Background: an optimization exercise with open tools, aiming at small area, a short achievable clock period and few clock cycles per item. Do not read the settings as production practice.
In this exercise RTL edits were held to simulation tests only and were not proved equivalent to the original.

### flow/design.v
package lmsnt_pkg;
  localparam int DATA_WIDTH   = 16;   
  localparam int WEIGHT_WIDTH = 24;   
  localparam int RATE_WIDTH   = 16;   
  localparam int DATA_FRAC    = 8;
  localparam int WEIGHT_FRAC  = 16;
  localparam int RATE_FRAC    = 16;
  localparam int G_WIDTH     = RATE_WIDTH + DATA_WIDTH + 2;
  localparam int MCAND_WIDTH = (G_WIDTH > WEIGHT_WIDTH) ? G_WIDTH : WEIGHT_WIDTH;
  localparam int PROD_WIDTH  = MCAND_WIDTH + DATA_WIDTH;
  localparam int ACC_WIDTH   = PROD_WIDTH + 2;
  localparam int UPD_WIDTH   = PROD_WIDTH + 1;
  localparam int WSH = RATE_FRAC + DATA_FRAC + DATA_FRAC - WEIGHT_FRAC;
  localparam int BSH = RATE_FRAC + DATA_FRAC - WEIGHT_FRAC;
  localparam int CFG_INDEX_WIDTH = 2;
  localparam int CFG_DATA_WIDTH  = WEIGHT_WIDTH;
  localparam logic [CFG_INDEX_WIDTH-1:0] REG_LEARN_RATE = 2'd0;
  localparam logic [CFG_INDEX_WIDTH-1:0] REG_INIT_W1    = 2'd1;
  localparam logic [CFG_INDEX_WIDTH-1:0] REG_INIT_W2    = 2'd2;
  localparam logic [CFG_INDEX_WIDTH-1:0] REG_INIT_BIAS  = 2'd3;
  localparam logic [RATE_WIDTH-1:0] RATE_RESET = 16'd16384;   
  localparam logic [1:0] OP_PREDICT = 2'd0;
  localparam logic [1:0] OP_TRAIN   = 2'd1;
  localparam logic [1:0] OP_RELOAD  = 2'd2;
  localparam logic signed [ACC_WIDTH-1:0] DATA_HI =
    {{(ACC_WIDTH-DATA_WIDTH+1){1'b0}}, {(DATA_WIDTH-1){1'b1}}};
  localparam logic signed [ACC_WIDTH-1:0] DATA_LO =
    {{(ACC_WIDTH-DATA_WIDTH+1){1'b1}}, {(DATA_WIDTH-1){1'b0}}};
  localparam logic signed [UPD_WIDTH-1:0] WGT_HI =
    {{(UPD_WIDTH-WEIGHT_WIDTH+1){1'b0}}, {(WEIGHT_WIDTH-1){1'b1}}};
  localparam logic signed [UPD_WIDTH-1:0] WGT_LO =
    {{(UPD_WIDTH-WEIGHT_WIDTH+1){1'b1}}, {(WEIGHT_WIDTH-1){1'b0}}};
  typedef struct packed {
    logic [1:0]                   op;
    logic signed [DATA_WIDTH-1:0] first_input;
    logic signed [DATA_WIDTH-1:0] second_input;
    logic signed [DATA_WIDTH-1:0] target_value;
  } sample_t;
  typedef struct packed {
    logic signed [DATA_WIDTH-1:0]   prediction;
    logic signed [DATA_WIDTH-1:0]   error_value;
    logic signed [WEIGHT_WIDTH-1:0] weight_one_now;
    logic signed [WEIGHT_WIDTH-1:0] weight_two_now;
    logic signed [WEIGHT_WIDTH-1:0] bias_now;
    logic                           saturated_flag;
  } result_t;
  typedef struct packed {
    logic busy;
    logic done;
  } mul_stat_t;
  typedef enum logic [3:0] {
    ST_IDLE,
    ST_MUL_W1,
    ST_MUL_W2,
    ST_ROUND,
    ST_ERROR,
    ST_MUL_G,
    ST_MUL_D1,
    ST_UPD_W1,
    ST_MUL_D2,
    ST_UPD_W2,
    ST_RND_B,
    ST_UPD_B,
    ST_EMIT
  } state_t;
  typedef struct packed {
    logic signed [DATA_WIDTH-1:0] value;
    logic                         clipped;
  } data_clip_t;
  typedef struct packed {
    logic signed [WEIGHT_WIDTH-1:0] value;
    logic                           clipped;
  } weight_clip_t;
endpackage
module lmsnt_serial_mul (
  input  logic [7:0] one,
  input  logic [7:0] two,
  input  logic [7:0] ng,
  input  logic [31:0] m,
  input  logic [40:0] a,
  output logic [47:0] s,
  output logic [47:0] c
);
  logic [32:0] pp0;
  logic [32:0] pp1;
  logic [32:0] pp2;
  logic [32:0] pp3;
  logic [32:0] pp4;
  logic [32:0] pp5;
  logic [32:0] pp6;
  logic [32:0] pp7;
  logic [33:0] mx;
  assign mx = {m[31], m, 1'b0};
  assign pp0 = ({33{one[0]}} & mx[33:1] | {33{two[0]}} & mx[32:0]) ^ {33{ng[0]}};
  assign pp1 = ({33{one[1]}} & mx[33:1] | {33{two[1]}} & mx[32:0]) ^ {33{ng[1]}};
  assign pp2 = ({33{one[2]}} & mx[33:1] | {33{two[2]}} & mx[32:0]) ^ {33{ng[2]}};
  assign pp3 = ({33{one[3]}} & mx[33:1] | {33{two[3]}} & mx[32:0]) ^ {33{ng[3]}};
  assign pp4 = ({33{one[4]}} & mx[33:1] | {33{two[4]}} & mx[32:0]) ^ {33{ng[4]}};
  assign pp5 = ({33{one[5]}} & mx[33:1] | {33{two[5]}} & mx[32:0]) ^ {33{ng[5]}};
  assign pp6 = ({33{one[6]}} & mx[33:1] | {33{two[6]}} & mx[32:0]) ^ {33{ng[6]}};
  assign pp7 = ({33{one[7]}} & mx[33:1] | {33{two[7]}} & mx[32:0]) ^ {33{ng[7]}};
  logic t1, t2, t3, t4, t5, t6, t7, t8, t9, t10, t11, t12, t13, t14, t15, t16, t17, t18, t19, t20, t21, t22, t23, t24, t25, t26, t27, t28, t29, t30, t31, t32, t33, t34, t35, t36, t37, t38, t39, t40, t41, t42, t43, t44, t45, t46, t47, t48, t49, t50, t51, t52, t53, t54, t55, t56, t57, t58, t59, t60, t61, t62, t63, t64, t65, t66, t67, t68, t69, t70, t71, t72, t73, t74, t75, t76, t77, t78, t79, t80, t81, t82, t83, t84, t85, t86, t87, t88, t89, t90, t91, t92, t93, t94, t95, t96, t97, t98, t99, t100, t101, t102, t103, t104, t105, t106, t107, t108, t109, t110, t111, t112, t113, t114, t115, t116, t117, t118, t119, t120, t121, t122, t123, t124, t125, t126, t127, t128, t129, t130, t131, t132, t133, t134, t135, t136, t137, t138, t139, t140, t141, t142, t143, t144, t145, t146, t147, t148, t149, t150, t151, t152, t153, t154, t155, t156, t157, t158, t159, t160, t161, t162, t163, t164, t165, t166, t167, t168, t169, t170, t171, t172, t173, t174, t175, t176, t177, t178, t179, t180, t181, t182, t183, t184, t185, t186, t187, t188, t189, t190, t191, t192, t193, t194, t195, t196, t197, t198, t199, t200, t201, t202, t203, t204, t205, t206, t207, t208, t209, t210, t211, t212, t213, t214, t215, t216, t217, t218, t219, t220, t221, t222, t223, t224, t225, t226, t227, t228, t229, t230, t231, t232, t233, t234, t235, t236, t237, t238, t239, t240, t241, t242, t243, t244, t245, t246, t247, t248, t249, t250, t251, t252, t253, t254, t255, t256, t257, t258, t259, t260, t261, t262, t263, t264, t265, t266, t267, t268, t269, t270, t271, t272, t273, t274, t275, t276, t277, t278, t279, t280, t281, t282, t283, t284, t285, t286, t287, t288, t289, t290, t291, t292, t293, t294, t295, t296, t297, t298, t299, t300, t301, t302, t303, t304, t305, t306, t307, t308, t309, t310, t311, t312, t313, t314, t315, t316, t317, t318, t319, t320, t321, t322, t323, t324, t325, t326, t327, t328, t329, t330, t331, t332, t333, t334, t335, t336, t337, t338, t339, t340, t341, t342, t343, t344, t345, t346, t347, t348, t349, t350, t351, t352, t353, t354, t355, t356, t357, t358, t359, t360, t361, t362, t363, t364, t365, t366, t367, t368, t369, t370, t371, t372, t373, t374, t375, t376, t377, t378, t379, t380, t381, t382, t383, t384, t385, t386, t387, t388, t389, t390, t391, t392, t393, t394, t395, t396, t397, t398, t399, t400, t401, t402, t403, t404, t405, t406, t407, t408, t409, t410, t411, t412, t413, t414, t415, t416, t417, t418, t419, t420, t421, t422, t423, t424, t425, t426, t427, t428, t429, t430, t431, t432, t433, t434, t435, t436, t437, t438, t439, t440, t441, t442, t443, t444, t445, t446, t447, t448, t449, t450, t451, t452, t453, t454, t455, t456, t457, t458, t459, t460, t461, t462, t463, t464, t465, t466, t467, t468, t469, t470, t471, t472, t473, t474, t475, t476, t477, t478, t479, t480, t481, t482, t483, t484, t485, t486, t487, t488, t489, t490, t491, t492;
  assign t1 = a[8] ^ ng[4];
  assign t2 = a[8] & ng[4];
  assign t3 = a[9] ^ pp0[9];
  assign t4 = a[9] & pp0[9];
  assign t5 = a[10] ^ ng[5] ^ pp0[10];
  assign t6 = (a[10] & ng[5]) | (a[10] & pp0[10]) | (ng[5] & pp0[10]);
  assign t7 = pp1[8] ^ pp2[6];
  assign t8 = pp1[8] & pp2[6];
  assign t9 = a[11] ^ pp0[11] ^ pp1[9];
  assign t10 = (a[11] & pp0[11]) | (a[11] & pp1[9]) | (pp0[11] & pp1[9]);
  assign t11 = pp2[7] ^ pp3[5];
  assign t12 = pp2[7] & pp3[5];
  assign t13 = a[12] ^ ng[6] ^ pp0[12];
  assign t14 = (a[12] & ng[6]) | (a[12] & pp0[12]) | (ng[6] & pp0[12]);
  assign t15 = pp1[10] ^ pp2[8] ^ pp3[6];
  assign t16 = (pp1[10] & pp2[8]) | (pp1[10] & pp3[6]) | (pp2[8] & pp3[6]);
  assign t17 = pp4[4] ^ pp5[2];
  assign t18 = pp4[4] & pp5[2];
  assign t19 = a[13] ^ pp0[13] ^ pp1[11];
  assign t20 = (a[13] & pp0[13]) | (a[13] & pp1[11]) | (pp0[13] & pp1[11]);
  assign t21 = pp2[9] ^ pp3[7] ^ pp4[5];
  assign t22 = (pp2[9] & pp3[7]) | (pp2[9] & pp4[5]) | (pp3[7] & pp4[5]);
  assign t23 = pp5[3] ^ pp6[1];
  assign t24 = pp5[3] & pp6[1];
  assign t25 = a[14] ^ pp0[14] ^ pp1[12];
  assign t26 = (a[14] & pp0[14]) | (a[14] & pp1[12]) | (pp0[14] & pp1[12]);
  assign t27 = pp2[10] ^ pp3[8] ^ pp4[6];
  assign t28 = (pp2[10] & pp3[8]) | (pp2[10] & pp4[6]) | (pp3[8] & pp4[6]);
  assign t29 = pp5[4] ^ pp6[2] ^ pp7[0];
  assign t30 = (pp5[4] & pp6[2]) | (pp5[4] & pp7[0]) | (pp6[2] & pp7[0]);
  assign t31 = a[15] ^ pp0[15] ^ pp1[13];
  assign t32 = (a[15] & pp0[15]) | (a[15] & pp1[13]) | (pp0[15] & pp1[13]);
  assign t33 = pp2[11] ^ pp3[9] ^ pp4[7];
  assign t34 = (pp2[11] & pp3[9]) | (pp2[11] & pp4[7]) | (pp3[9] & pp4[7]);
  assign t35 = pp5[5] ^ pp6[3] ^ pp7[1];
  assign t36 = (pp5[5] & pp6[3]) | (pp5[5] & pp7[1]) | (pp6[3] & pp7[1]);
  assign t37 = a[16] ^ pp0[16] ^ pp1[14];
  assign t38 = (a[16] & pp0[16]) | (a[16] & pp1[14]) | (pp0[16] & pp1[14]);
  assign t39 = pp2[12] ^ pp3[10] ^ pp4[8];
  assign t40 = (pp2[12] & pp3[10]) | (pp2[12] & pp4[8]) | (pp3[10] & pp4[8]);
  assign t41 = pp5[6] ^ pp6[4] ^ pp7[2];
  assign t42 = (pp5[6] & pp6[4]) | (pp5[6] & pp7[2]) | (pp6[4] & pp7[2]);
  assign t43 = a[17] ^ pp0[17] ^ pp1[15];
  assign t44 = (a[17] & pp0[17]) | (a[17] & pp1[15]) | (pp0[17] & pp1[15]);
  assign t45 = pp2[13] ^ pp3[11] ^ pp4[9];
  assign t46 = (pp2[13] & pp3[11]) | (pp2[13] & pp4[9]) | (pp3[11] & pp4[9]);
  assign t47 = pp5[7] ^ pp6[5] ^ pp7[3];
  assign t48 = (pp5[7] & pp6[5]) | (pp5[7] & pp7[3]) | (pp6[5] & pp7[3]);
  assign t49 = a[18] ^ pp0[18] ^ pp1[16];
  assign t50 = (a[18] & pp0[18]) | (a[18] & pp1[16]) | (pp0[18] & pp1[16]);
  assign t51 = pp2[14] ^ pp3[12] ^ pp4[10];
  assign t52 = (pp2[14] & pp3[12]) | (pp2[14] & pp4[10]) | (pp3[12] & pp4[10]);
  assign t53 = pp5[8] ^ pp6[6] ^ pp7[4];
  assign t54 = (pp5[8] & pp6[6]) | (pp5[8] & pp7[4]) | (pp6[6] & pp7[4]);
  assign t55 = a[19] ^ pp0[19] ^ pp1[17];
  assign t56 = (a[19] & pp0[19]) | (a[19] & pp1[17]) | (pp0[19] & pp1[17]);
  assign t57 = pp2[15] ^ pp3[13] ^ pp4[11];
  assign t58 = (pp2[15] & pp3[13]) | (pp2[15] & pp4[11]) | (pp3[13] & pp4[11]);
  assign t59 = pp5[9] ^ pp6[7] ^ pp7[5];
  assign t60 = (pp5[9] & pp6[7]) | (pp5[9] & pp7[5]) | (pp6[7] & pp7[5]);
  assign t61 = a[20] ^ pp0[20] ^ pp1[18];
  assign t62 = (a[20] & pp0[20]) | (a[20] & pp1[18]) | (pp0[20] & pp1[18]);
  assign t63 = pp2[16] ^ pp3[14] ^ pp4[12];
  assign t64 = (pp2[16] & pp3[14]) | (pp2[16] & pp4[12]) | (pp3[14] & pp4[12]);
  assign t65 = pp5[10] ^ pp6[8] ^ pp7[6];
  assign t66 = (pp5[10] & pp6[8]) | (pp5[10] & pp7[6]) | (pp6[8] & pp7[6]);
  assign t67 = a[21] ^ pp0[21] ^ pp1[19];
  assign t68 = (a[21] & pp0[21]) | (a[21] & pp1[19]) | (pp0[21] & pp1[19]);
  assign t69 = pp2[17] ^ pp3[15] ^ pp4[13];
  assign t70 = (pp2[17] & pp3[15]) | (pp2[17] & pp4[13]) | (pp3[15] & pp4[13]);
  assign t71 = pp5[11] ^ pp6[9] ^ pp7[7];
  assign t72 = (pp5[11] & pp6[9]) | (pp5[11] & pp7[7]) | (pp6[9] & pp7[7]);
  assign t73 = a[22] ^ pp0[22] ^ pp1[20];
  assign t74 = (a[22] & pp0[22]) | (a[22] & pp1[20]) | (pp0[22] & pp1[20]);
  assign t75 = pp2[18] ^ pp3[16] ^ pp4[14];
  assign t76 = (pp2[18] & pp3[16]) | (pp2[18] & pp4[14]) | (pp3[16] & pp4[14]);
  assign t77 = pp5[12] ^ pp6[10] ^ pp7[8];
  assign t78 = (pp5[12] & pp6[10]) | (pp5[12] & pp7[8]) | (pp6[10] & pp7[8]);
  assign t79 = a[23] ^ pp0[23] ^ pp1[21];
  assign t80 = (a[23] & pp0[23]) | (a[23] & pp1[21]) | (pp0[23] & pp1[21]);
  assign t81 = pp2[19] ^ pp3[17] ^ pp4[15];
  assign t82 = (pp2[19] & pp3[17]) | (pp2[19] & pp4[15]) | (pp3[17] & pp4[15]);
  assign t83 = pp5[13] ^ pp6[11] ^ pp7[9];
  assign t84 = (pp5[13] & pp6[11]) | (pp5[13] & pp7[9]) | (pp6[11] & pp7[9]);
  assign t85 = a[24] ^ pp0[24] ^ pp1[22];
  assign t86 = (a[24] & pp0[24]) | (a[24] & pp1[22]) | (pp0[24] & pp1[22]);
  assign t87 = pp2[20] ^ pp3[18] ^ pp4[16];
  assign t88 = (pp2[20] & pp3[18]) | (pp2[20] & pp4[16]) | (pp3[18] & pp4[16]);
  assign t89 = pp5[14] ^ pp6[12] ^ pp7[10];
  assign t90 = (pp5[14] & pp6[12]) | (pp5[14] & pp7[10]) | (pp6[12] & pp7[10]);
  assign t91 = a[25] ^ pp0[25] ^ pp1[23];
  assign t92 = (a[25] & pp0[25]) | (a[25] & pp1[23]) | (pp0[25] & pp1[23]);
  assign t93 = pp2[21] ^ pp3[19] ^ pp4[17];
  assign t94 = (pp2[21] & pp3[19]) | (pp2[21] & pp4[17]) | (pp3[19] & pp4[17]);
  assign t95 = pp5[15] ^ pp6[13] ^ pp7[11];
  assign t96 = (pp5[15] & pp6[13]) | (pp5[15] & pp7[11]) | (pp6[13] & pp7[11]);
  assign t97 = a[26] ^ pp0[26] ^ pp1[24];
  assign t98 = (a[26] & pp0[26]) | (a[26] & pp1[24]) | (pp0[26] & pp1[24]);
  assign t99 = pp2[22] ^ pp3[20] ^ pp4[18];
  assign t100 = (pp2[22] & pp3[20]) | (pp2[22] & pp4[18]) | (pp3[20] & pp4[18]);
  assign t101 = pp5[16] ^ pp6[14] ^ pp7[12];
  assign t102 = (pp5[16] & pp6[14]) | (pp5[16] & pp7[12]) | (pp6[14] & pp7[12]);
  assign t103 = a[27] ^ pp0[27] ^ pp1[25];
  assign t104 = (a[27] & pp0[27]) | (a[27] & pp1[25]) | (pp0[27] & pp1[25]);
  assign t105 = pp2[23] ^ pp3[21] ^ pp4[19];
  assign t106 = (pp2[23] & pp3[21]) | (pp2[23] & pp4[19]) | (pp3[21] & pp4[19]);
  assign t107 = pp5[17] ^ pp6[15] ^ pp7[13];
  assign t108 = (pp5[17] & pp6[15]) | (pp5[17] & pp7[13]) | (pp6[15] & pp7[13]);
  assign t109 = a[28] ^ pp0[28] ^ pp1[26];
  assign t110 = (a[28] & pp0[28]) | (a[28] & pp1[26]) | (pp0[28] & pp1[26]);
  assign t111 = pp2[24] ^ pp3[22] ^ pp4[20];
  assign t112 = (pp2[24] & pp3[22]) | (pp2[24] & pp4[20]) | (pp3[22] & pp4[20]);
  assign t113 = pp5[18] ^ pp6[16] ^ pp7[14];
  assign t114 = (pp5[18] & pp6[16]) | (pp5[18] & pp7[14]) | (pp6[16] & pp7[14]);
  assign t115 = a[29] ^ pp0[29] ^ pp1[27];
  assign t116 = (a[29] & pp0[29]) | (a[29] & pp1[27]) | (pp0[29] & pp1[27]);
  assign t117 = pp2[25] ^ pp3[23] ^ pp4[21];
  assign t118 = (pp2[25] & pp3[23]) | (pp2[25] & pp4[21]) | (pp3[23] & pp4[21]);
  assign t119 = pp5[19] ^ pp6[17] ^ pp7[15];
  assign t120 = (pp5[19] & pp6[17]) | (pp5[19] & pp7[15]) | (pp6[17] & pp7[15]);
  assign t121 = a[30] ^ pp0[30] ^ pp1[28];
  assign t122 = (a[30] & pp0[30]) | (a[30] & pp1[28]) | (pp0[30] & pp1[28]);
  assign t123 = pp2[26] ^ pp3[24] ^ pp4[22];
  assign t124 = (pp2[26] & pp3[24]) | (pp2[26] & pp4[22]) | (pp3[24] & pp4[22]);
  assign t125 = pp5[20] ^ pp6[18] ^ pp7[16];
  assign t126 = (pp5[20] & pp6[18]) | (pp5[20] & pp7[16]) | (pp6[18] & pp7[16]);
  assign t127 = a[31] ^ pp0[31] ^ pp1[29];
  assign t128 = (a[31] & pp0[31]) | (a[31] & pp1[29]) | (pp0[31] & pp1[29]);
  assign t129 = pp2[27] ^ pp3[25] ^ pp4[23];
  assign t130 = (pp2[27] & pp3[25]) | (pp2[27] & pp4[23]) | (pp3[25] & pp4[23]);
  assign t131 = pp5[21] ^ pp6[19] ^ pp7[17];
  assign t132 = (pp5[21] & pp6[19]) | (pp5[21] & pp7[17]) | (pp6[19] & pp7[17]);
  assign t133 = a[32] ^ pp0[32] ^ pp1[30];
  assign t134 = (a[32] & pp0[32]) | (a[32] & pp1[30]) | (pp0[32] & pp1[30]);
  assign t135 = pp2[28] ^ pp3[26] ^ pp4[24];
  assign t136 = (pp2[28] & pp3[26]) | (pp2[28] & pp4[24]) | (pp3[26] & pp4[24]);
  assign t137 = pp5[22] ^ pp6[20] ^ pp7[18];
  assign t138 = (pp5[22] & pp6[20]) | (pp5[22] & pp7[18]) | (pp6[20] & pp7[18]);
  assign t139 = a[33] ^ pp0[32] ^ pp1[31];
  assign t140 = (a[33] & pp0[32]) | (a[33] & pp1[31]) | (pp0[32] & pp1[31]);
  assign t141 = pp2[29] ^ pp3[27] ^ pp4[25];
  assign t142 = (pp2[29] & pp3[27]) | (pp2[29] & pp4[25]) | (pp3[27] & pp4[25]);
  assign t143 = pp5[23] ^ pp6[21] ^ pp7[19];
  assign t144 = (pp5[23] & pp6[21]) | (pp5[23] & pp7[19]) | (pp6[21] & pp7[19]);
  assign t145 = a[34] ^ pp2[30] ^ pp3[28];
  assign t146 = (a[34] & pp2[30]) | (a[34] & pp3[28]) | (pp2[30] & pp3[28]);
  assign t147 = pp4[26] ^ pp5[24] ^ pp6[22];
  assign t148 = (pp4[26] & pp5[24]) | (pp4[26] & pp6[22]) | (pp5[24] & pp6[22]);
  assign t149 = pp7[20] ^ ~pp0[32] ^ ~pp1[32];
  assign t150 = (pp7[20] & ~pp0[32]) | (pp7[20] & ~pp1[32]) | (~pp0[32] & ~pp1[32]);
  assign t151 = 1'b1 ^ a[35] ^ pp2[31];
  assign t152 = (1'b1 & a[35]) | (1'b1 & pp2[31]) | (a[35] & pp2[31]);
  assign t153 = pp3[29] ^ pp4[27] ^ pp5[25];
  assign t154 = (pp3[29] & pp4[27]) | (pp3[29] & pp5[25]) | (pp4[27] & pp5[25]);
  assign t155 = pp6[23] ^ pp7[21];
  assign t156 = pp6[23] & pp7[21];
  assign t157 = a[36] ^ pp3[30] ^ pp4[28];
  assign t158 = (a[36] & pp3[30]) | (a[36] & pp4[28]) | (pp3[30] & pp4[28]);
  assign t159 = pp5[26] ^ pp6[24] ^ pp7[22];
  assign t160 = (pp5[26] & pp6[24]) | (pp5[26] & pp7[22]) | (pp6[24] & pp7[22]);
  assign t161 = 1'b1 ^ a[37] ^ pp3[31];
  assign t162 = (1'b1 & a[37]) | (1'b1 & pp3[31]) | (a[37] & pp3[31]);
  assign t163 = pp4[29] ^ pp5[27];
  assign t164 = pp4[29] & pp5[27];
  assign t165 = a[38] ^ pp4[30] ^ pp5[28];
  assign t166 = (a[38] & pp4[30]) | (a[38] & pp5[28]) | (pp4[30] & pp5[28]);
  assign t167 = 1'b1 ^ a[39];
  assign t168 = 1'b1 & a[39];
  assign t169 = 1'b1 ^ ~a[40];
  assign t170 = 1'b1 & ~a[40];
  assign t171 = a[4] ^ ng[2];
  assign t172 = a[4] & ng[2];
  assign t173 = a[5] ^ pp0[5];
  assign t174 = a[5] & pp0[5];
  assign t175 = a[6] ^ ng[3] ^ pp0[6];
  assign t176 = (a[6] & ng[3]) | (a[6] & pp0[6]) | (ng[3] & pp0[6]);
  assign t177 = pp1[4] ^ pp2[2];
  assign t178 = pp1[4] & pp2[2];
  assign t179 = a[7] ^ pp0[7] ^ pp1[5];
  assign t180 = (a[7] & pp0[7]) | (a[7] & pp1[5]) | (pp0[7] & pp1[5]);
  assign t181 = pp2[3] ^ pp3[1];
  assign t182 = pp2[3] & pp3[1];
  assign t183 = t1 ^ pp0[8] ^ pp1[6];
  assign t184 = (t1 & pp0[8]) | (t1 & pp1[6]) | (pp0[8] & pp1[6]);
  assign t185 = pp2[4] ^ pp3[2] ^ pp4[0];
  assign t186 = (pp2[4] & pp3[2]) | (pp2[4] & pp4[0]) | (pp3[2] & pp4[0]);
  assign t187 = t2 ^ pp1[7] ^ pp2[5];
  assign t188 = (t2 & pp1[7]) | (t2 & pp2[5]) | (pp1[7] & pp2[5]);
  assign t189 = pp3[3] ^ pp4[1] ^ t3;
  assign t190 = (pp3[3] & pp4[1]) | (pp3[3] & t3) | (pp4[1] & t3);
  assign t191 = pp3[4] ^ pp4[2] ^ pp5[0];
  assign t192 = (pp3[4] & pp4[2]) | (pp3[4] & pp5[0]) | (pp4[2] & pp5[0]);
  assign t193 = t4 ^ t7 ^ t5;
  assign t194 = (t4 & t7) | (t4 & t5) | (t7 & t5);
  assign t195 = pp4[3] ^ pp5[1] ^ t8;
  assign t196 = (pp4[3] & pp5[1]) | (pp4[3] & t8) | (pp5[1] & t8);
  assign t197 = t11 ^ t6 ^ t9;
  assign t198 = (t11 & t6) | (t11 & t9) | (t6 & t9);
  assign t199 = pp6[0] ^ t12 ^ t17;
  assign t200 = (pp6[0] & t12) | (pp6[0] & t17) | (t12 & t17);
  assign t201 = t10 ^ t13 ^ t15;
  assign t202 = (t10 & t13) | (t10 & t15) | (t13 & t15);
  assign t203 = t18 ^ t23 ^ t14;
  assign t204 = (t18 & t23) | (t18 & t14) | (t23 & t14);
  assign t205 = t16 ^ t19 ^ t21;
  assign t206 = (t16 & t19) | (t16 & t21) | (t19 & t21);
  assign t207 = t24 ^ t20 ^ t22;
  assign t208 = (t24 & t20) | (t24 & t22) | (t20 & t22);
  assign t209 = t25 ^ t27 ^ t29;
  assign t210 = (t25 & t27) | (t25 & t29) | (t27 & t29);
  assign t211 = t26 ^ t28 ^ t30;
  assign t212 = (t26 & t28) | (t26 & t30) | (t28 & t30);
  assign t213 = t31 ^ t33 ^ t35;
  assign t214 = (t31 & t33) | (t31 & t35) | (t33 & t35);
  assign t215 = t32 ^ t34 ^ t36;
  assign t216 = (t32 & t34) | (t32 & t36) | (t34 & t36);
  assign t217 = t37 ^ t39 ^ t41;
  assign t218 = (t37 & t39) | (t37 & t41) | (t39 & t41);
  assign t219 = t38 ^ t40 ^ t42;
  assign t220 = (t38 & t40) | (t38 & t42) | (t40 & t42);
  assign t221 = t43 ^ t45 ^ t47;
  assign t222 = (t43 & t45) | (t43 & t47) | (t45 & t47);
  assign t223 = t44 ^ t46 ^ t48;
  assign t224 = (t44 & t46) | (t44 & t48) | (t46 & t48);
  assign t225 = t49 ^ t51 ^ t53;
  assign t226 = (t49 & t51) | (t49 & t53) | (t51 & t53);
  assign t227 = t50 ^ t52 ^ t54;
  assign t228 = (t50 & t52) | (t50 & t54) | (t52 & t54);
  assign t229 = t55 ^ t57 ^ t59;
  assign t230 = (t55 & t57) | (t55 & t59) | (t57 & t59);
  assign t231 = t56 ^ t58 ^ t60;
  assign t232 = (t56 & t58) | (t56 & t60) | (t58 & t60);
  assign t233 = t61 ^ t63 ^ t65;
  assign t234 = (t61 & t63) | (t61 & t65) | (t63 & t65);
  assign t235 = t62 ^ t64 ^ t66;
  assign t236 = (t62 & t64) | (t62 & t66) | (t64 & t66);
  assign t237 = t67 ^ t69 ^ t71;
  assign t238 = (t67 & t69) | (t67 & t71) | (t69 & t71);
  assign t239 = t68 ^ t70 ^ t72;
  assign t240 = (t68 & t70) | (t68 & t72) | (t70 & t72);
  assign t241 = t73 ^ t75 ^ t77;
  assign t242 = (t73 & t75) | (t73 & t77) | (t75 & t77);
  assign t243 = t74 ^ t76 ^ t78;
  assign t244 = (t74 & t76) | (t74 & t78) | (t76 & t78);
  assign t245 = t79 ^ t81 ^ t83;
  assign t246 = (t79 & t81) | (t79 & t83) | (t81 & t83);
  assign t247 = t80 ^ t82 ^ t84;
  assign t248 = (t80 & t82) | (t80 & t84) | (t82 & t84);
  assign t249 = t85 ^ t87 ^ t89;
  assign t250 = (t85 & t87) | (t85 & t89) | (t87 & t89);
  assign t251 = t86 ^ t88 ^ t90;
  assign t252 = (t86 & t88) | (t86 & t90) | (t88 & t90);
  assign t253 = t91 ^ t93 ^ t95;
  assign t254 = (t91 & t93) | (t91 & t95) | (t93 & t95);
  assign t255 = t92 ^ t94 ^ t96;
  assign t256 = (t92 & t94) | (t92 & t96) | (t94 & t96);
  assign t257 = t101 ^ t97 ^ t99;
  assign t258 = (t101 & t97) | (t101 & t99) | (t97 & t99);
  assign t259 = t100 ^ t102 ^ t98;
  assign t260 = (t100 & t102) | (t100 & t98) | (t102 & t98);
  assign t261 = t103 ^ t105 ^ t107;
  assign t262 = (t103 & t105) | (t103 & t107) | (t105 & t107);
  assign t263 = t104 ^ t106 ^ t108;
  assign t264 = (t104 & t106) | (t104 & t108) | (t106 & t108);
  assign t265 = t109 ^ t111 ^ t113;
  assign t266 = (t109 & t111) | (t109 & t113) | (t111 & t113);
  assign t267 = t110 ^ t112 ^ t114;
  assign t268 = (t110 & t112) | (t110 & t114) | (t112 & t114);
  assign t269 = t115 ^ t117 ^ t119;
  assign t270 = (t115 & t117) | (t115 & t119) | (t117 & t119);
  assign t271 = t116 ^ t118 ^ t120;
  assign t272 = (t116 & t118) | (t116 & t120) | (t118 & t120);
  assign t273 = t121 ^ t123 ^ t125;
  assign t274 = (t121 & t123) | (t121 & t125) | (t123 & t125);
  assign t275 = t122 ^ t124 ^ t126;
  assign t276 = (t122 & t124) | (t122 & t126) | (t124 & t126);
  assign t277 = t127 ^ t129 ^ t131;
  assign t278 = (t127 & t129) | (t127 & t131) | (t129 & t131);
  assign t279 = t128 ^ t130 ^ t132;
  assign t280 = (t128 & t130) | (t128 & t132) | (t130 & t132);
  assign t281 = t133 ^ t135 ^ t137;
  assign t282 = (t133 & t135) | (t133 & t137) | (t135 & t137);
  assign t283 = t134 ^ t136 ^ t138;
  assign t284 = (t134 & t136) | (t134 & t138) | (t136 & t138);
  assign t285 = t139 ^ t141 ^ t143;
  assign t286 = (t139 & t141) | (t139 & t143) | (t141 & t143);
  assign t287 = t140 ^ t142 ^ t144;
  assign t288 = (t140 & t142) | (t140 & t144) | (t142 & t144);
  assign t289 = t145 ^ t147 ^ t149;
  assign t290 = (t145 & t147) | (t145 & t149) | (t147 & t149);
  assign t291 = t155 ^ t146 ^ t148;
  assign t292 = (t155 & t146) | (t155 & t148) | (t146 & t148);
  assign t293 = t150 ^ t151 ^ t153;
  assign t294 = (t150 & t151) | (t150 & t153) | (t151 & t153);
  assign t295 = ~pp2[32] ^ t156 ^ t152;
  assign t296 = (~pp2[32] & t156) | (~pp2[32] & t152) | (t156 & t152);
  assign t297 = t154 ^ t157 ^ t159;
  assign t298 = (t154 & t157) | (t154 & t159) | (t157 & t159);
  assign t299 = pp6[25] ^ pp7[23] ^ t163;
  assign t300 = (pp6[25] & pp7[23]) | (pp6[25] & t163) | (pp7[23] & t163);
  assign t301 = t158 ^ t160 ^ t161;
  assign t302 = (t158 & t160) | (t158 & t161) | (t160 & t161);
  assign t303 = pp6[26] ^ pp7[24] ^ ~pp3[32];
  assign t304 = (pp6[26] & pp7[24]) | (pp6[26] & ~pp3[32]) | (pp7[24] & ~pp3[32]);
  assign t305 = t164 ^ t162 ^ t165;
  assign t306 = (t164 & t162) | (t164 & t165) | (t162 & t165);
  assign t307 = t167 ^ pp4[31] ^ pp5[29];
  assign t308 = (t167 & pp4[31]) | (t167 & pp5[29]) | (pp4[31] & pp5[29]);
  assign t309 = pp6[27] ^ pp7[25] ^ t166;
  assign t310 = (pp6[27] & pp7[25]) | (pp6[27] & t166) | (pp7[25] & t166);
  assign t311 = t168 ^ t169 ^ pp5[30];
  assign t312 = (t168 & t169) | (t168 & pp5[30]) | (t169 & pp5[30]);
  assign t313 = pp6[28] ^ pp7[26] ^ ~pp4[32];
  assign t314 = (pp6[28] & pp7[26]) | (pp6[28] & ~pp4[32]) | (pp7[26] & ~pp4[32]);
  assign t315 = t170 ^ pp5[31] ^ pp6[29];
  assign t316 = (t170 & pp5[31]) | (t170 & pp6[29]) | (pp5[31] & pp6[29]);
  assign t317 = a[2] ^ ng[1];
  assign t318 = a[2] & ng[1];
  assign t319 = a[3] ^ pp0[3];
  assign t320 = a[3] & pp0[3];
  assign t321 = t171 ^ pp0[4] ^ pp1[2];
  assign t322 = (t171 & pp0[4]) | (t171 & pp1[2]) | (pp0[4] & pp1[2]);
  assign t323 = t172 ^ pp1[3] ^ pp2[1];
  assign t324 = (t172 & pp1[3]) | (t172 & pp2[1]) | (pp1[3] & pp2[1]);
  assign t325 = pp3[0] ^ t174 ^ t177;
  assign t326 = (pp3[0] & t174) | (pp3[0] & t177) | (t174 & t177);
  assign t327 = t178 ^ t181 ^ t176;
  assign t328 = (t178 & t181) | (t178 & t176) | (t181 & t176);
  assign t329 = t182 ^ t180 ^ t183;
  assign t330 = (t182 & t180) | (t182 & t183) | (t180 & t183);
  assign t331 = t184 ^ t186 ^ t187;
  assign t332 = (t184 & t186) | (t184 & t187) | (t186 & t187);
  assign t333 = t188 ^ t191 ^ t190;
  assign t334 = (t188 & t191) | (t188 & t190) | (t191 & t190);
  assign t335 = t192 ^ t195 ^ t194;
  assign t336 = (t192 & t195) | (t192 & t194) | (t195 & t194);
  assign t337 = t196 ^ t199 ^ t198;
  assign t338 = (t196 & t199) | (t196 & t198) | (t199 & t198);
  assign t339 = t200 ^ t202 ^ t203;
  assign t340 = (t200 & t202) | (t200 & t203) | (t202 & t203);
  assign t341 = t204 ^ t206 ^ t207;
  assign t342 = (t204 & t206) | (t204 & t207) | (t206 & t207);
  assign t343 = t208 ^ t210 ^ t211;
  assign t344 = (t208 & t210) | (t208 & t211) | (t210 & t211);
  assign t345 = t212 ^ t214 ^ t215;
  assign t346 = (t212 & t214) | (t212 & t215) | (t214 & t215);
  assign t347 = t216 ^ t218 ^ t219;
  assign t348 = (t216 & t218) | (t216 & t219) | (t218 & t219);
  assign t349 = t220 ^ t222 ^ t223;
  assign t350 = (t220 & t222) | (t220 & t223) | (t222 & t223);
  assign t351 = t224 ^ t226 ^ t227;
  assign t352 = (t224 & t226) | (t224 & t227) | (t226 & t227);
  assign t353 = t228 ^ t230 ^ t231;
  assign t354 = (t228 & t230) | (t228 & t231) | (t230 & t231);
  assign t355 = t232 ^ t234 ^ t235;
  assign t356 = (t232 & t234) | (t232 & t235) | (t234 & t235);
  assign t357 = t236 ^ t238 ^ t239;
  assign t358 = (t236 & t238) | (t236 & t239) | (t238 & t239);
  assign t359 = t240 ^ t242 ^ t243;
  assign t360 = (t240 & t242) | (t240 & t243) | (t242 & t243);
  assign t361 = t244 ^ t246 ^ t247;
  assign t362 = (t244 & t246) | (t244 & t247) | (t246 & t247);
  assign t363 = t248 ^ t250 ^ t251;
  assign t364 = (t248 & t250) | (t248 & t251) | (t250 & t251);
  assign t365 = t252 ^ t254 ^ t255;
  assign t366 = (t252 & t254) | (t252 & t255) | (t254 & t255);
  assign t367 = t256 ^ t258 ^ t259;
  assign t368 = (t256 & t258) | (t256 & t259) | (t258 & t259);
  assign t369 = t260 ^ t262 ^ t263;
  assign t370 = (t260 & t262) | (t260 & t263) | (t262 & t263);
  assign t371 = t264 ^ t266 ^ t267;
  assign t372 = (t264 & t266) | (t264 & t267) | (t266 & t267);
  assign t373 = t268 ^ t270 ^ t271;
  assign t374 = (t268 & t270) | (t268 & t271) | (t270 & t271);
  assign t375 = t272 ^ t274 ^ t275;
  assign t376 = (t272 & t274) | (t272 & t275) | (t274 & t275);
  assign t377 = t276 ^ t278 ^ t279;
  assign t378 = (t276 & t278) | (t276 & t279) | (t278 & t279);
  assign t379 = t280 ^ t282 ^ t283;
  assign t380 = (t280 & t282) | (t280 & t283) | (t282 & t283);
  assign t381 = t284 ^ t286 ^ t287;
  assign t382 = (t284 & t286) | (t284 & t287) | (t286 & t287);
  assign t383 = t288 ^ t290 ^ t291;
  assign t384 = (t288 & t290) | (t288 & t291) | (t290 & t291);
  assign t385 = t292 ^ t294 ^ t295;
  assign t386 = (t292 & t294) | (t292 & t295) | (t294 & t295);
  assign t387 = t299 ^ t296 ^ t298;
  assign t388 = (t299 & t296) | (t299 & t298) | (t296 & t298);
  assign t389 = t303 ^ t300 ^ t302;
  assign t390 = (t303 & t300) | (t303 & t302) | (t300 & t302);
  assign t391 = t304 ^ t307 ^ t306;
  assign t392 = (t304 & t307) | (t304 & t306) | (t307 & t306);
  assign t393 = t308 ^ t311 ^ t313;
  assign t394 = (t308 & t311) | (t308 & t313) | (t311 & t313);
  assign t395 = pp7[27] ^ t312 ^ t314;
  assign t396 = (pp7[27] & t312) | (pp7[27] & t314) | (t312 & t314);
  assign t397 = pp6[30] ^ pp7[28] ^ ~pp5[32];
  assign t398 = (pp6[30] & pp7[28]) | (pp6[30] & ~pp5[32]) | (pp7[28] & ~pp5[32]);
  assign t399 = 1'b1 ^ pp6[31];
  assign t400 = 1'b1 & pp6[31];
  assign t401 = a[0] ^ ng[0];
  assign t402 = a[0] & ng[0];
  assign t403 = a[1] ^ pp0[1];
  assign t404 = a[1] & pp0[1];
  assign t405 = t317 ^ pp0[2] ^ pp1[0];
  assign t406 = (t317 & pp0[2]) | (t317 & pp1[0]) | (pp0[2] & pp1[0]);
  assign t407 = t318 ^ pp1[1] ^ t319;
  assign t408 = (t318 & pp1[1]) | (t318 & t319) | (pp1[1] & t319);
  assign t409 = pp2[0] ^ t320 ^ t321;
  assign t410 = (pp2[0] & t320) | (pp2[0] & t321) | (t320 & t321);
  assign t411 = t173 ^ t322 ^ t323;
  assign t412 = (t173 & t322) | (t173 & t323) | (t322 & t323);
  assign t413 = t324 ^ t175 ^ t325;
  assign t414 = (t324 & t175) | (t324 & t325) | (t175 & t325);
  assign t415 = t179 ^ t326 ^ t327;
  assign t416 = (t179 & t326) | (t179 & t327) | (t326 & t327);
  assign t417 = t185 ^ t328 ^ t329;
  assign t418 = (t185 & t328) | (t185 & t329) | (t328 & t329);
  assign t419 = t189 ^ t330 ^ t331;
  assign t420 = (t189 & t330) | (t189 & t331) | (t330 & t331);
  assign t421 = t332 ^ t193 ^ t333;
  assign t422 = (t332 & t193) | (t332 & t333) | (t193 & t333);
  assign t423 = t197 ^ t334 ^ t335;
  assign t424 = (t197 & t334) | (t197 & t335) | (t334 & t335);
  assign t425 = t201 ^ t336 ^ t337;
  assign t426 = (t201 & t336) | (t201 & t337) | (t336 & t337);
  assign t427 = t205 ^ t338 ^ t339;
  assign t428 = (t205 & t338) | (t205 & t339) | (t338 & t339);
  assign t429 = t209 ^ t340 ^ t341;
  assign t430 = (t209 & t340) | (t209 & t341) | (t340 & t341);
  assign t431 = t213 ^ t342 ^ t343;
  assign t432 = (t213 & t342) | (t213 & t343) | (t342 & t343);
  assign t433 = t217 ^ t344 ^ t345;
  assign t434 = (t217 & t344) | (t217 & t345) | (t344 & t345);
  assign t435 = t221 ^ t346 ^ t347;
  assign t436 = (t221 & t346) | (t221 & t347) | (t346 & t347);
  assign t437 = t225 ^ t348 ^ t349;
  assign t438 = (t225 & t348) | (t225 & t349) | (t348 & t349);
  assign t439 = t229 ^ t350 ^ t351;
  assign t440 = (t229 & t350) | (t229 & t351) | (t350 & t351);
  assign t441 = t233 ^ t352 ^ t353;
  assign t442 = (t233 & t352) | (t233 & t353) | (t352 & t353);
  assign t443 = t237 ^ t354 ^ t355;
  assign t444 = (t237 & t354) | (t237 & t355) | (t354 & t355);
  assign t445 = t241 ^ t356 ^ t357;
  assign t446 = (t241 & t356) | (t241 & t357) | (t356 & t357);
  assign t447 = t245 ^ t358 ^ t359;
  assign t448 = (t245 & t358) | (t245 & t359) | (t358 & t359);
  assign t449 = t249 ^ t360 ^ t361;
  assign t450 = (t249 & t360) | (t249 & t361) | (t360 & t361);
  assign t451 = t253 ^ t362 ^ t363;
  assign t452 = (t253 & t362) | (t253 & t363) | (t362 & t363);
  assign t453 = t257 ^ t364 ^ t365;
  assign t454 = (t257 & t364) | (t257 & t365) | (t364 & t365);
  assign t455 = t261 ^ t366 ^ t367;
  assign t456 = (t261 & t366) | (t261 & t367) | (t366 & t367);
  assign t457 = t265 ^ t368 ^ t369;
  assign t458 = (t265 & t368) | (t265 & t369) | (t368 & t369);
  assign t459 = t269 ^ t370 ^ t371;
  assign t460 = (t269 & t370) | (t269 & t371) | (t370 & t371);
  assign t461 = t273 ^ t372 ^ t373;
  assign t462 = (t273 & t372) | (t273 & t373) | (t372 & t373);
  assign t463 = t277 ^ t374 ^ t375;
  assign t464 = (t277 & t374) | (t277 & t375) | (t374 & t375);
  assign t465 = t281 ^ t376 ^ t377;
  assign t466 = (t281 & t376) | (t281 & t377) | (t376 & t377);
  assign t467 = t285 ^ t378 ^ t379;
  assign t468 = (t285 & t378) | (t285 & t379) | (t378 & t379);
  assign t469 = t289 ^ t380 ^ t381;
  assign t470 = (t289 & t380) | (t289 & t381) | (t380 & t381);
  assign t471 = t293 ^ t382 ^ t383;
  assign t472 = (t293 & t382) | (t293 & t383) | (t382 & t383);
  assign t473 = t297 ^ t384 ^ t385;
  assign t474 = (t297 & t384) | (t297 & t385) | (t384 & t385);
  assign t475 = t301 ^ t386 ^ t387;
  assign t476 = (t301 & t386) | (t301 & t387) | (t386 & t387);
  assign t477 = t305 ^ t388 ^ t389;
  assign t478 = (t305 & t388) | (t305 & t389) | (t388 & t389);
  assign t479 = t309 ^ t390 ^ t391;
  assign t480 = (t309 & t390) | (t309 & t391) | (t390 & t391);
  assign t481 = t310 ^ t393 ^ t392;
  assign t482 = (t310 & t393) | (t310 & t392) | (t393 & t392);
  assign t483 = t315 ^ t394 ^ t395;
  assign t484 = (t315 & t394) | (t315 & t395) | (t394 & t395);
  assign t485 = t316 ^ t397 ^ t396;
  assign t486 = (t316 & t397) | (t316 & t396) | (t397 & t396);
  assign t487 = pp7[29] ^ t399 ^ t398;
  assign t488 = (pp7[29] & t399) | (pp7[29] & t398) | (t399 & t398);
  assign t489 = pp7[30] ^ ~pp6[32] ^ t400;
  assign t490 = (pp7[30] & ~pp6[32]) | (pp7[30] & t400) | (~pp6[32] & t400);
  assign t491 = 1'b1 ^ pp7[31];
  assign t492 = 1'b1 & pp7[31];
  assign s = {1'b1, ~pp7[32], t491, t489, t487, t484, t483, t481, t478, t476, t474, t472, t470, t468, t466, t464, t462, t460, t458, t456, t454, t452, t450, t448, t446, t444, t442, t440, t438, t436, t434, t432, t430, t428, t426, t424, t422, t420, t418, t416, t414, t412, t410, t408, t406, t404, t402, t401};
  assign c = {1'b0, t492, t490, t488, t486, t485, t482, t480, t479, t477, t475, t473, t471, t469, t467, t465, t463, t461, t459, t457, t455, t453, t451, t449, t447, t445, t443, t441, t439, t437, t435, t433, t431, t429, t427, t425, t423, t421, t419, t417, t415, t413, t411, t409, t407, t405, t403, pp0[0]};
endmodule
module lms_two_input_neuron_trainer
(
  input  logic         clk,
  input  logic         rst,
  input  logic         sample_valid,
  output logic         sample_ready,
  input  logic [49:0]  sample,
  output logic         result_valid,
  input  logic         result_ready,
  output logic [104:0] result,
  input  logic         cfg_write,
  input  logic [1:0]   cfg_index,
  input  logic [23:0]  cfg_data
);
  function automatic [23:0] benc(input logic [15:0] y);
    logic [16:0] yy;
    logic [7:0]  one, two, ng;
    yy = {y, 1'b0};
    for (int i = 0; i < 8; i++) begin
      one[i] = yy[2*i+1] ^ yy[2*i];
      two[i] = (yy[2*i+2] & ~yy[2*i+1] & ~yy[2*i]) | (~yy[2*i+2] & yy[2*i+1] & yy[2*i]);
      ng[i]  = yy[2*i+2];
    end
    benc = {ng, two, one};
  endfunction
  function automatic [16:0] clip16(input logic [25:0] v);
    if (!v[25] && (v[24:15] != 10'h000))      clip16 = {16'h7fff, 1'b1};
    else if (v[25] && (v[24:15] != 10'h3ff))  clip16 = {16'h8000, 1'b1};
    else                                      clip16 = {v[15:0], 1'b0};
  endfunction
  function automatic [24:0] clip24(input logic [32:0] v);
    if (!v[32] && (v[31:23] != 9'h000))       clip24 = {24'h7fffff, 1'b1};
    else if (v[32] && (v[31:23] != 9'h1ff))   clip24 = {24'h800000, 1'b1};
    else                                      clip24 = {v[23:0], 1'b0};
  endfunction
  logic [1:0]  op;
  assign op = sample[49:48];
  logic e, p1, p2, p3, p4, p5, r1;
  logic [15:0] rate;
  logic [23:0] init_w1, init_w2, init_b;
  logic [23:0] w1, w2, b;
  logic [15:0] x1, x2;
  logic [15:0] tgt;
  logic        trn_q;
  logic [23:0] code_r;
  logic [31:0] m_r;
  logic [40:0] a_r;
  logic [15:0] pred_q, err_q;
  logic        sat_q;
  logic slot_free;
  assign slot_free = !result_valid || result_ready;
  logic rfin, fin, take;
  assign rfin = r1 && slot_free;
  assign fin  = (p2 && !trn_q) || p5 || rfin;
  assign sample_ready = e || fin;
  assign take = sample_valid && sample_ready;
  logic [47:0] ps, pc, p;
  lmsnt_serial_mul u_mul (
    .one (code_r[7:0]),
    .two (code_r[15:8]),
    .ng  (code_r[23:16]),
    .m   (m_r),
    .a   (a_r),
    .s   (ps),
    .c   (pc)
  );
  logic        cl;
  logic [31:0] pl;
  logic [15:0] u0, u1, ph;
  assign {cl, pl} = {1'b0, ps[31:0]} + {1'b0, pc[31:0]};
  assign u0 = ps[47:32] + pc[47:32];
  assign u1 = ps[47:32] + pc[47:32] + 16'd1;
  assign ph = cl ? u1 : u0;
  assign p  = {ph, pl};
  logic inr_p, inr_w;
  assign inr_p = cl ? (pl[31] ? (&u1) : ~(|u1)) : (pl[31] ? (&u0) : ~(|u0));
  assign inr_w = cl ? ((&u1[15:6]) | ~(|u1[15:6])) : ((&u0[15:6]) | ~(|u0[15:6]));
  logic [25:0] tn, fs, fc;
  logic        dcl;
  logic [31:0] dl;
  logic [9:0]  dh0, dh1, dh;
  assign tn = ~{{10{tgt[15]}}, tgt};
  assign fs = ps[41:16] ^ pc[41:16] ^ tn;
  assign fc = (ps[41:16] & pc[41:16]) | (ps[41:16] & tn) | (pc[41:16] & tn);
  assign {dcl, dl} = {1'b0, fs[15:0], ps[15:0]} + {1'b0, fc[14:0], 1'b1, pc[15:0]};
  assign dh0 = fs[25:16] + fc[24:15];
  assign dh1 = fs[25:16] + fc[24:15] + 10'd1;
  assign dh  = dcl ? dh1 : dh0;
  logic inr_d;
  assign inr_d = dcl ? (dl[31] ? (&dh1) : ~(|dh1)) : (dl[31] ? (&dh0) : ~(|dh0));
  logic [16:0] pclip, dclip, epos, eneg, eclip;
  logic [17:0] ehi, elo;
  assign pclip = inr_p ? {pl[31:16], 1'b0} : (ph[15] ? {16'h8000, 1'b1} : {16'h7fff, 1'b1});
  assign dclip = inr_d ? {dl[31:16], 1'b0} : (dh[9]  ? {16'h8000, 1'b1} : {16'h7fff, 1'b1});
  assign ehi   = 18'sd32767 - {{2{tgt[15]}}, tgt};
  assign elo   = -18'sd32768 - {{2{tgt[15]}}, tgt};
  assign epos  = clip16({{8{ehi[17]}}, ehi});
  assign eneg  = clip16({{8{elo[17]}}, elo});
  always_comb begin
    if (!inr_p && !ph[15]) eclip = epos;
    else if (!inr_p)       eclip = eneg;
    else                   eclip = dclip;
  end
  logic [24:0] wclip, bclip;
  logic [33:0] bsum;
  assign wclip = inr_w ? {p[38:15], 1'b0} : (ph[15] ? {24'h800000, 1'b1} : {24'h7fffff, 1'b1});
  assign bsum  = {{3{b[23]}}, b, 7'h3f} - {{2{m_r[31]}}, m_r};
  assign bclip = clip24({{6{bsum[33]}}, bsum[33:7]});
  logic [23:0] w1_nx, b_nx;
  assign w1_nx = r1 ? init_w1 : w1;
  assign b_nx  = r1 ? init_b  : b;
  logic [24:0] b1;
  assign b1 = {b_nx[23], b_nx} + 25'd128 + {23'd0, sample[47]} * 25'd64 + {23'd0, sample[31]} * 25'd64;
  always_ff @(posedge clk) begin
    if (rst) begin
      e            <= 1'b1;
      p1           <= 1'b0;
      p2           <= 1'b0;
      p3           <= 1'b0;
      p4           <= 1'b0;
      p5           <= 1'b0;
      r1           <= 1'b0;
      result_valid <= 1'b0;
      rate         <= 16'd16384;
      init_w1      <= '0;
      init_w2      <= '0;
      init_b       <= '0;
      w1           <= '0;
      w2           <= '0;
      b            <= '0;
    end else begin
      e  <= (e || fin) && !sample_valid;
      p1 <= (p1 && !slot_free) || (take && op != 2'd2);
      r1 <= (r1 && !slot_free) || (take && op == 2'd2);
      p2 <= p1 && slot_free;
      p3 <= p2 && trn_q;
      p4 <= p3;
      p5 <= p4;
      if (fin)               result_valid <= 1'b1;
      else if (result_ready) result_valid <= 1'b0;
      if (cfg_write) begin
        case (cfg_index)
          2'd0: rate <= cfg_data[15:0];
          2'd1: init_w1 <= cfg_data;
          2'd2: init_w2 <= cfg_data;
          default: init_b <= cfg_data;
        endcase
      end
      if (rfin) begin
        w1 <= init_w1;
        w2 <= init_w2;
        b  <= init_b;
      end
      if (p4) begin
        w1 <= wclip[24:1];
        b  <= bclip[24:1];
      end
      if (p5) w2 <= wclip[24:1];
    end
  end
  logic [15:0] y_nx;
  logic        neg_nx;
  always_comb begin
    y_nx   = x2;
    neg_nx = 1'b0;
    if (take) begin
      y_nx = sample[47:32];
    end else if (p2) begin
      y_nx = {1'b0, rate[15:1]};
    end else if (p3) begin
      y_nx   = x1;
      neg_nx = 1'b1;
    end else if (p4) begin
      neg_nx = 1'b1;
    end
  end
  always_ff @(posedge clk) begin
    if (take || (p1 && slot_free) || p2 || p3 || p4) begin
      code_r <= benc(y_nx) ^ {{8{neg_nx}}, 16'h0000};
    end
    if (take) begin
      x1     <= sample[47:32];
      x2     <= sample[31:16];
      tgt    <= sample[15:0];
      trn_q  <= (op == 2'd1);
      m_r    <= {{8{w1_nx[23]}}, w1_nx};
      a_r    <= {{8{b1[24]}}, b1, 8'h00};
    end else if (p1 && slot_free) begin
      m_r    <= {{8{w2[23]}}, w2};
      a_r    <= p[40:0];
    end else if (p2) begin
      m_r    <= {{15{eclip[16]}}, eclip[16:1], 1'b0};
      a_r    <= rate[0] ? {{25{eclip[16]}}, eclip[16:1]} : '0;
    end else if (p3) begin
      m_r    <= p[31:0];
      a_r    <= {{2{w1[23]}}, w1, ~x1[15], 14'h3fff};
    end else if (p4) begin
      a_r    <= {{2{w2[23]}}, w2, ~x2[15], 14'h3fff};
    end
    if (rfin) begin
      pred_q <= '0;
      err_q  <= '0;
      sat_q  <= 1'b0;
    end
    if (p2) begin
      pred_q <= pclip[16:1];
      err_q  <= eclip[16:1];
      sat_q  <= pclip[0] | eclip[0];
    end
    if (p4) sat_q <= sat_q | wclip[0] | bclip[0];
    if (p5) sat_q <= sat_q | wclip[0];
  end
  assign result = {pred_q, err_q, w1, w2, b, sat_q};
endmodule
### flow/config.mk
export PLATFORM = sky130hd
export DESIGN_NAME = lms_two_input_neuron_trainer
export DESIGN_NICKNAME = lms_two_input_neuron_trainer
export VERILOG_FILES = /design/flow/design.v
export SDC_FILE = /design/flow/constraint.sdc
export NUM_CORES = 4
export LEC_CHECK = 0
export ABC_AREA = 1
export CAP_MARGIN = 5
export CORE_MARGIN = 2
export CORE_UTILIZATION = 55
export SETUP_SLACK_MARGIN = 0.7
export SLEW_MARGIN = 5
### flow/run.sh
#!/bin/bash
# synth_recipe.tcl (not shown) runs the flow's synth.tcl, then flattens the netlist and writes it again
# the make line also repeats each setting of config.mk as NAME=value (left out here)
make -C /OpenROAD-flow-scripts/flow DESIGN_CONFIG=/design/flow/config.mk WORK_HOME=/design/flow/orfs CLKGATE_MAP_FILE= SYNTH_SCRIPT=/design/flow/synth_recipe.tcl finish
### flow/constraint.sdc
create_clock -name core_clock -period 7.5 [get_ports {clk}]
set_input_delay 1.5000 -clock core_clock [delete_from_list [all_inputs] [get_ports {clk}]]
set_output_delay 1.5000 -clock core_clock [all_outputs]
set_load 0.01 [all_outputs]
==> results of run 1 <==
-- state kept, by name (all words and copies together), names as in the netlist, 16 cells and up --
name / flops
m_r: 32
err_q: 16
tgt: 16
rate: 16
init_w2: 24
x2: 16
w1: 24
x1: 16
init_b: 24
code_r: 24
pred_q: 16
w2: 24
b: 24
a_r: 41
init_w1: 24
-- cell families after synthesis --
group | share of synthesized area
multiplexers | 0.0008902
AO/OA/AOI/OAI | 0.1787
flip-flops | 0.2567
XOR/XNOR | 0.09136
AND/OR/NAND/NOR | 0.1674
buffers and inverters | 0.1080
adder cells (fa/ha/maj) | 0.1970
-- synthesized netlist by cell type, types with 6 or more instances --
library cell  count
a21oi_1         274
nand2_1         782
a211oi_1         10
inv_1           655
buf_2            11
a31oi_1          31
edfxtp_1        171
nand2_2          27
clkbuf_1        183
o211ai_1         13
fa_1            255
nor3_1           35
nand3_2          12
or2_2            14
xor2_1          308
o22ai_1         273
a21o_1            8
nor4_1            8
o311ai_0         13
nand4_1          38
xnor2_1          42
o21ai_1          37
nor2_1          236
nor2_2            9
nand3_1         150
ha_1            123
o21ai_2           6
inv_2            18
clkinv_1         30
o21bai_1          6
a221oi_1         18
o21ai_0         342
o31ai_1           8
buf_1            47
dfxtp_1         176
-- worst reg2reg max path: cells and delay by family, from the launching register on --
family,cells,cell delay (ns)
adders and majority gates,6,2.88
buffers and inverters,9,1.20
DFF,1,0.33
xor gates and xnor gates,1,0.14
and+or+nand+nor,19,2.01
AOI/OAI and AO/OA,1,0.23
-- worst max path at each step --
stage                     depth (start not counted)       to       start  slack, ns
final                                            36  a_r[27]     m_r[30]       0.58
after global routing                             39  a_r[28]  code_r[12]       0.38
after CTS                                        28  m_r[17]   code_r[7]       0.69
after detailed placement                         30  m_r[17]     m_r[31]       0.17
after global placement                           30  m_r[17]     m_r[31]       0.23
after floorplan                                  36  a_r[32]  code_r[20]       0.75
-- repair_timing --
item	4_1_cts	5_1_grt
gates resized for setup	108	299
gates cloned	0	7
pin swaps	13	104
endpoints found under the setup margin	135	150
setup buffers	9	47
-- routing by layer --
| layer | wire length [um] | up-vias | global-route usage |
|---|---|---|---|
| li1 | - | 15010 | - |
| met1 | 50750 | 15750 | 0.5399 |
| met2 | 58930 | 2119 | 0.6268 |
| met3 | 16610 | 467 | 0.09852 |
| met4 | 9298 | 0 | 0.2207 |
| met5 | 0 | - | 0 |
-- metrics by stage --
| step | cells | hold WS (ns) |
|---|---|---|
| 3_5_place_dp | 5333 | 0.4447 |
| 5_1_grt | 5470 | 0.4785 |
| 6_report | 5472 | 0.4581 |
| 4_1_cts | 5416 | 0.4534 |
| 3_3_place_gp | 5333 | 0.4421 |
| 2_1_floorplan | 4423 | 0.4287 |
-- final cells by class --
class	count	share of cell area
tap	782	0.02414
clock inverter	17	0.004414
timing repair buffer	437	0.1034
sequential	347	0.2136
antenna	2	0.0001235
multi-input combinational	3124	0.5586
clock buffer	57	0.02827
timing repair inverter	1	0.0001852
inverter	705	0.06722
==> flow_summary.yaml, run 1 <==
clocking:
  cts_tree: "built"
  cts_sinks: 347
  root_buffer: "clkbuf_16"
  cts_made_buffers: 40
  clk_path_buf_depth: 3
  htreeDepth: 2
  insertion_delay_ns: 0.59
  clk_pin_slew_ns: 0.06
  cts_hold_buf: 0
critical_path:
  r2r_cells: 36
  slowest_stage: "fa_1"
  setup.worst_path.start_class: "flip-flop"
  worstReg2RegEnd: "a_r[27]"
  critical_path.top_delay_family: "adder cells"
  cp-end-kind: "flip-flop"
  cpMostUsedCell: "fa_1"
  slowest_delay_ns: 0.58
  arrival_ns: 7.37
  ff2ff_setup_slack_ns: 0.58
  critical_path_buf_inv_count: 9
  r2r-start: "m_r[30]"
  crit_required_ns: 7.96
  cp_max_fo: 14
  crit_type: "flip-flop to flip-flop"
timing:
  fin_crit_ns: 6.916
  drv_slew: 0
  hold_viol_final: 0
  period_share: 0.9222
  rsz0062_at_grt: "yes"
  slew_headroom: 0.2191
  worstMarginPinSlew_ns: 1.159
  max_clock_freq_mhz: 144.6
  setup-tns-final_ns: 0
  fin_ws_ns: 0.5838
  setup_violations: 0
  clock_skew_ns: 0.03518
run_status:
  status: "timing/DRC/antenna clean"
floorplan:
  row_count: 90
  die_area_um2: 63330
  coreArea_um2: 60470
  die_w_um: 251.7
  fp.dieH_um: 251.7
  start_util: 0.5578
  io_pins: 188
placed_design:
  dpl_cell_area_um2: 37130
  dp_hpwl_mm: 102.5
  dp_slack_ns: 0.1743
  numPortBuffers: 187
  place_congestion: 1.044
global_routing:
  grt-ovfl-total: 0
  antenna_found_initial: 1
  grt_max_degree: 66
  grt_pass1_vias: 30890
  grtUsageTotal: 0.4106
  grt_pass1_wl_mm: 193.7
cells_and_area:
  final_cell_mix: "nand2_1 (727), inv_1 (620), o21ai_0 (330)"
  synthToLayoutAreaGrowth_pct: 20.17
  multi_input_area_um2: 22650
  drive_above_1_share: 0.1448
  nNetsFinal: 5115
  final_common_cell: "nand2_1"
  nFillCells: 5316
  final_area_um2: 40540
  final_util: 0.6704
  area.sequential_um2: 8661
min_path:
  hp-start: "init_w2[2]"
  hold_path_end: "init_w2[2]"
  hp-class: "flip-flop to flip-flop"
  holdPathStages: 2
synth:
  yosysTopAreaCellShare: 0.1522
  synthTopCellsByArea: "edfxtp_1 (15%), fa_1 (15%), dfxtp_1 (10%), nand2_1 (8.7%), xor2_1 (8.0%)"
  syn_area_um2: 33730
  async_flop_share: 0
  yosysUniqueCellTypes: 57
  ys_warn_count: 1
  synth_fp_nets: 4882
  synth-seq-cells: 347
  synth_edf_count: 171
  avgSynthCellArea_um2: 7.627
  netlist_instances: 4423
  yosysTopAreaCell: "edfxtp_1"
  yosysSeqAreaShare: 0.2567
  synth-main-ff-cell: "dfxtp_1"
run:
  cap_violations: 0
drt:
  avgViaCountPerCell: 6.095
  drt_iter0_markers: 4363
  num_vias: 33350
  drt_pre_antenna_iters: 8
  drtAntennaViolNets: 0
  route.detailed.drc: 0
  avgRoutedWirePerCell_um: 24.78
  wl_mm: 135.6
Testbench counts, summed over its fixed seeds: cycles 13,626, items 3,200.
==> run 2, diff against run 1 <==
--- a/flow/config.mk
+++ b/flow/config.mk
@@ -8,6 +8,6 @@
 export ABC_AREA = 1
 export CAP_MARGIN = 5
 export CORE_MARGIN = 2
-export CORE_UTILIZATION = 55
-export SETUP_SLACK_MARGIN = 0.7
+export CORE_UTILIZATION = 60
+export SETUP_SLACK_MARGIN = 0.5
 export SLEW_MARGIN = 5
==> flow_summary.yaml, run 2 <==
run_status:
  status: "timing/DRC/antenna clean"
synth:
  synthTopCellsByArea: "edfxtp_1 (15%), fa_1 (15%), dfxtp_1 (10%), nand2_1 (8.7%), xor2_1 (8.0%)"
  synth-seq-cells: 347
  async_flop_share: 0
  netlist_instances: 4423
  ys_top_cells_by_count: "nand2_1 (782), inv_1 (655), o21ai_0 (342)"
  syn_area_um2: 33730
  yosysUniqueCellTypes: 57
  yosysSeqAreaShare: 0.2567
  yosys.cell_count.top_type: "nand2_1"
  yosysTopAreaCellShare: 0.1522
  synth_fp_nets: 4882
  synth_edf_count: 171
  synth-main-ff-cell: "dfxtp_1"
  ys_warn_count: 1
  avgSynthCellArea_um2: 7.627
  yosysTopAreaCell: "edfxtp_1"
timing:
  period_share: 0.9194
  worstMarginPinSlew_ns: 1.370
  rsz0062_at_grt: "no"
  max_clock_freq_mhz: 145.0
  hold_viol_final: 0
  fin_hold_ws_ns: 0.4550
  fin_crit_ns: 6.896
  slew_headroom: 0.07711
  clock_skew_ns: 0.03339
  drv_slew: 0
  setup_violations: 0
floorplan:
  start_util: 0.6099
  die_w_um: 241.1
  die_area_um2: 58130
  coreArea_um2: 55310
  row_count: 86
  fp.dieH_um: 241.1
  io_pins: 188
clocking:
  insertion_delay_ns: 0.61
  cts_made_buffers: 40
  htreeDepth: 2
  clk_pin_slew_ns: 0.06
  root_buffer: "clkbuf_16"
  clk_path_buf_depth: 3
  cts_hold_buf: 0
  cts_sinks: 347
  cts_tree: "built"
cells_and_area:
  final_area_um2: 39550
  regMostFlops: "a_r"
  largest_reg_flops: 41
  nNetsFinal: 5062
  drive_above_1_share: 0.1243
  top_regs: "a_r: 41 flops, m_r: 32 flops"
  synthToLayoutAreaGrowth_pct: 17.23
  final_util: 0.7150
  antennaDiodeCount: 0
  final_common_cell: "nand2_1"
  final_cell_mix: "nand2_1 (738), inv_1 (623), o21ai_0 (333)"
  fin_cells: 5383
global_routing:
  grt_most_used_layer: "met2"
  grtUsageMet2: 0.6569
  grt_max_degree: 86
  antenna_found_initial: 4
  grt-ovfl-total: 0
  grt_pass1_wl_mm: 187.9
  met1_usage: 0.5511
  met3_usage: 0.1314
  grtUsageTotal: 0.4375
  grt_pass1_vias: 30890
drt:
  drt_iter0_markers: 4103
  drtAntennaViolNets: 0
  drt_pre_antenna_iters: 9
  avgRoutedWirePerCell_um: 24.23
  num_vias: 33420
  wl_mm: 130.4
  route.detailed.drc: 0
  avgViaCountPerCell: 6.209
placed_design:
  dp_hpwl_mm: 98.92
  dpl_cell_area_um2: 36840
  place_congestion: 1.036
  placed_cells: 5260
  numPortBuffers: 187
critical_path:
  r2r-start: "code_r[6]"
  setup.worst_path.start_class: "flip-flop"
  cpMostUsedCell: "inv_2"
  crit_type: "flip-flop to flip-flop"
  worstReg2RegEnd: "m_r[3]"
  slowest_stage: "fa_2"
  arrival_ns: 7.23
  r2r_cells: 34
  cp_max_fo: 8
  crit_required_ns: 7.83
  slowest_delay_ns: 0.62
  ff2ff_setup_slack_ns: 0.60
  cp-end-kind: "flip-flop"
min_path:
  hold_path_end: "init_w2[0]"
  hp-start: "init_w2[0]"
  hp-class: "flip-flop to flip-flop"
  holdPathStages: 2
run:
  cap_violations: 0
-- run 2: layout make-up --
class,instances,area [um2]
fillers,4647,15760
repair inverters,1,5.005
inverters,705,2749
repair buffers,384,3650
clock buffers,55,1124
well taps,748,935.9
multi-input cells,3124,22240
clock inverters,19,181.4
flip-flops and latches,347,8661
-- run 2: critical path: cells and delay by family (launching register included) --
kind                     cells  cell delay [ns]
XOR/XNOR                     2             0.39
AND/OR/NAND/NOR             16             1.78
AO/OA/AOI/OAI                2             0.30
buffers and inverters        7             0.66
flip-flops                   1             0.45
adder cells (fa/ha/maj)      7             3.03
-- run 2: worst max-delay path by stage --
stage                           from  endpoint  slack [ns]  cells past startpoint
after global placement       m_r[26]   m_r[15]        0.12                     33
final                      code_r[6]    m_r[3]        0.60                     34
after global routing         m_r[18]    m_r[4]        0.38                     34
after CTS                  code_r[9]   a_r[37]        0.50                     37
after detailed placement     m_r[26]   m_r[15]       -0.03                     33
after floorplan           code_r[20]   a_r[32]        0.75                     36
-- run 2: per-stage QoR --
step	TNS [ns]	worst slack (ns)
after global placement	0	0.1241
after floorplan	0	0.7523
after detailed placement	-0.02521	-0.02521
final	0	0.6045
after CTS	0	0.5018
after global routing	0	0.3823
-- run 2: cells by family (layout without fill, tap and decap cells) --
| family | count (synthesis) | count (layout) | synth area share |
|---|---|---|---|
| AND/OR/NAND/NOR | 1329 | 1330 | 0.1674 |
| adder cells (fa/ha/maj) | 378 | 378 | 0.1970 |
| AO/OA/AOI/OAI | 1062 | 1062 | 0.1787 |
| buffers and inverters | 953 | 1164 | 0.1080 |
| multiplexers | 3 | 3 | 0.0008902 |
| XOR/XNOR | 351 | 351 | 0.09136 |
| flip-flops | 347 | 347 | 0.2567 |
-- run 2: what timing repair did --
item,in CTS,in global routing
setup endpoints to repair,111,140
pin swaps,2,59
buffers inserted,1,45
gates cloned,0,3
gates resized for setup,55,239
-- run 2: layer usage --
metal | vias up | share of wire | routed length [um]
li1 | 14900 | - | -
met1 | 15610 | 0.36 | 46950
met2 | 2332 | 0.43 | 55600
met3 | 581 | 0.13 | 17520
met4 | 4 | 0.079 | 10280
met5 | - | 0.00053 | 69

-- port drivers added, routing unchanged --
No port has a modelled driver above. Below, the same layouts with a new extraction and two added sets of constraints.
Step 1: set_driving_cell puts a clkbuf_16 on clk and a buf_2 on each other input, an assumption about the parent block.
Step 2 also shifts input and output timing later by t, the mid clock arrival at the registers, as if the neighbouring blocks saw the same clock.
a / b / c = ideal / step 1 / step 2; a / b = the first two.
run | shift t [ns] | setup slack, ns | worst hold slack (ns) | worst register clock-pin slew, ns
run 1 | 0.637 | 0.584 / 0.584 / 0.584 | 0.458 / 0.458 / 0.458 | 0.07 / 0.07
run 2 | 0.655 | 0.604 / 0.604 / 0.604 | 0.455 / 0.455 / 0.455 | 0.07 / 0.07
After both steps every run listed still meets setup and hold.
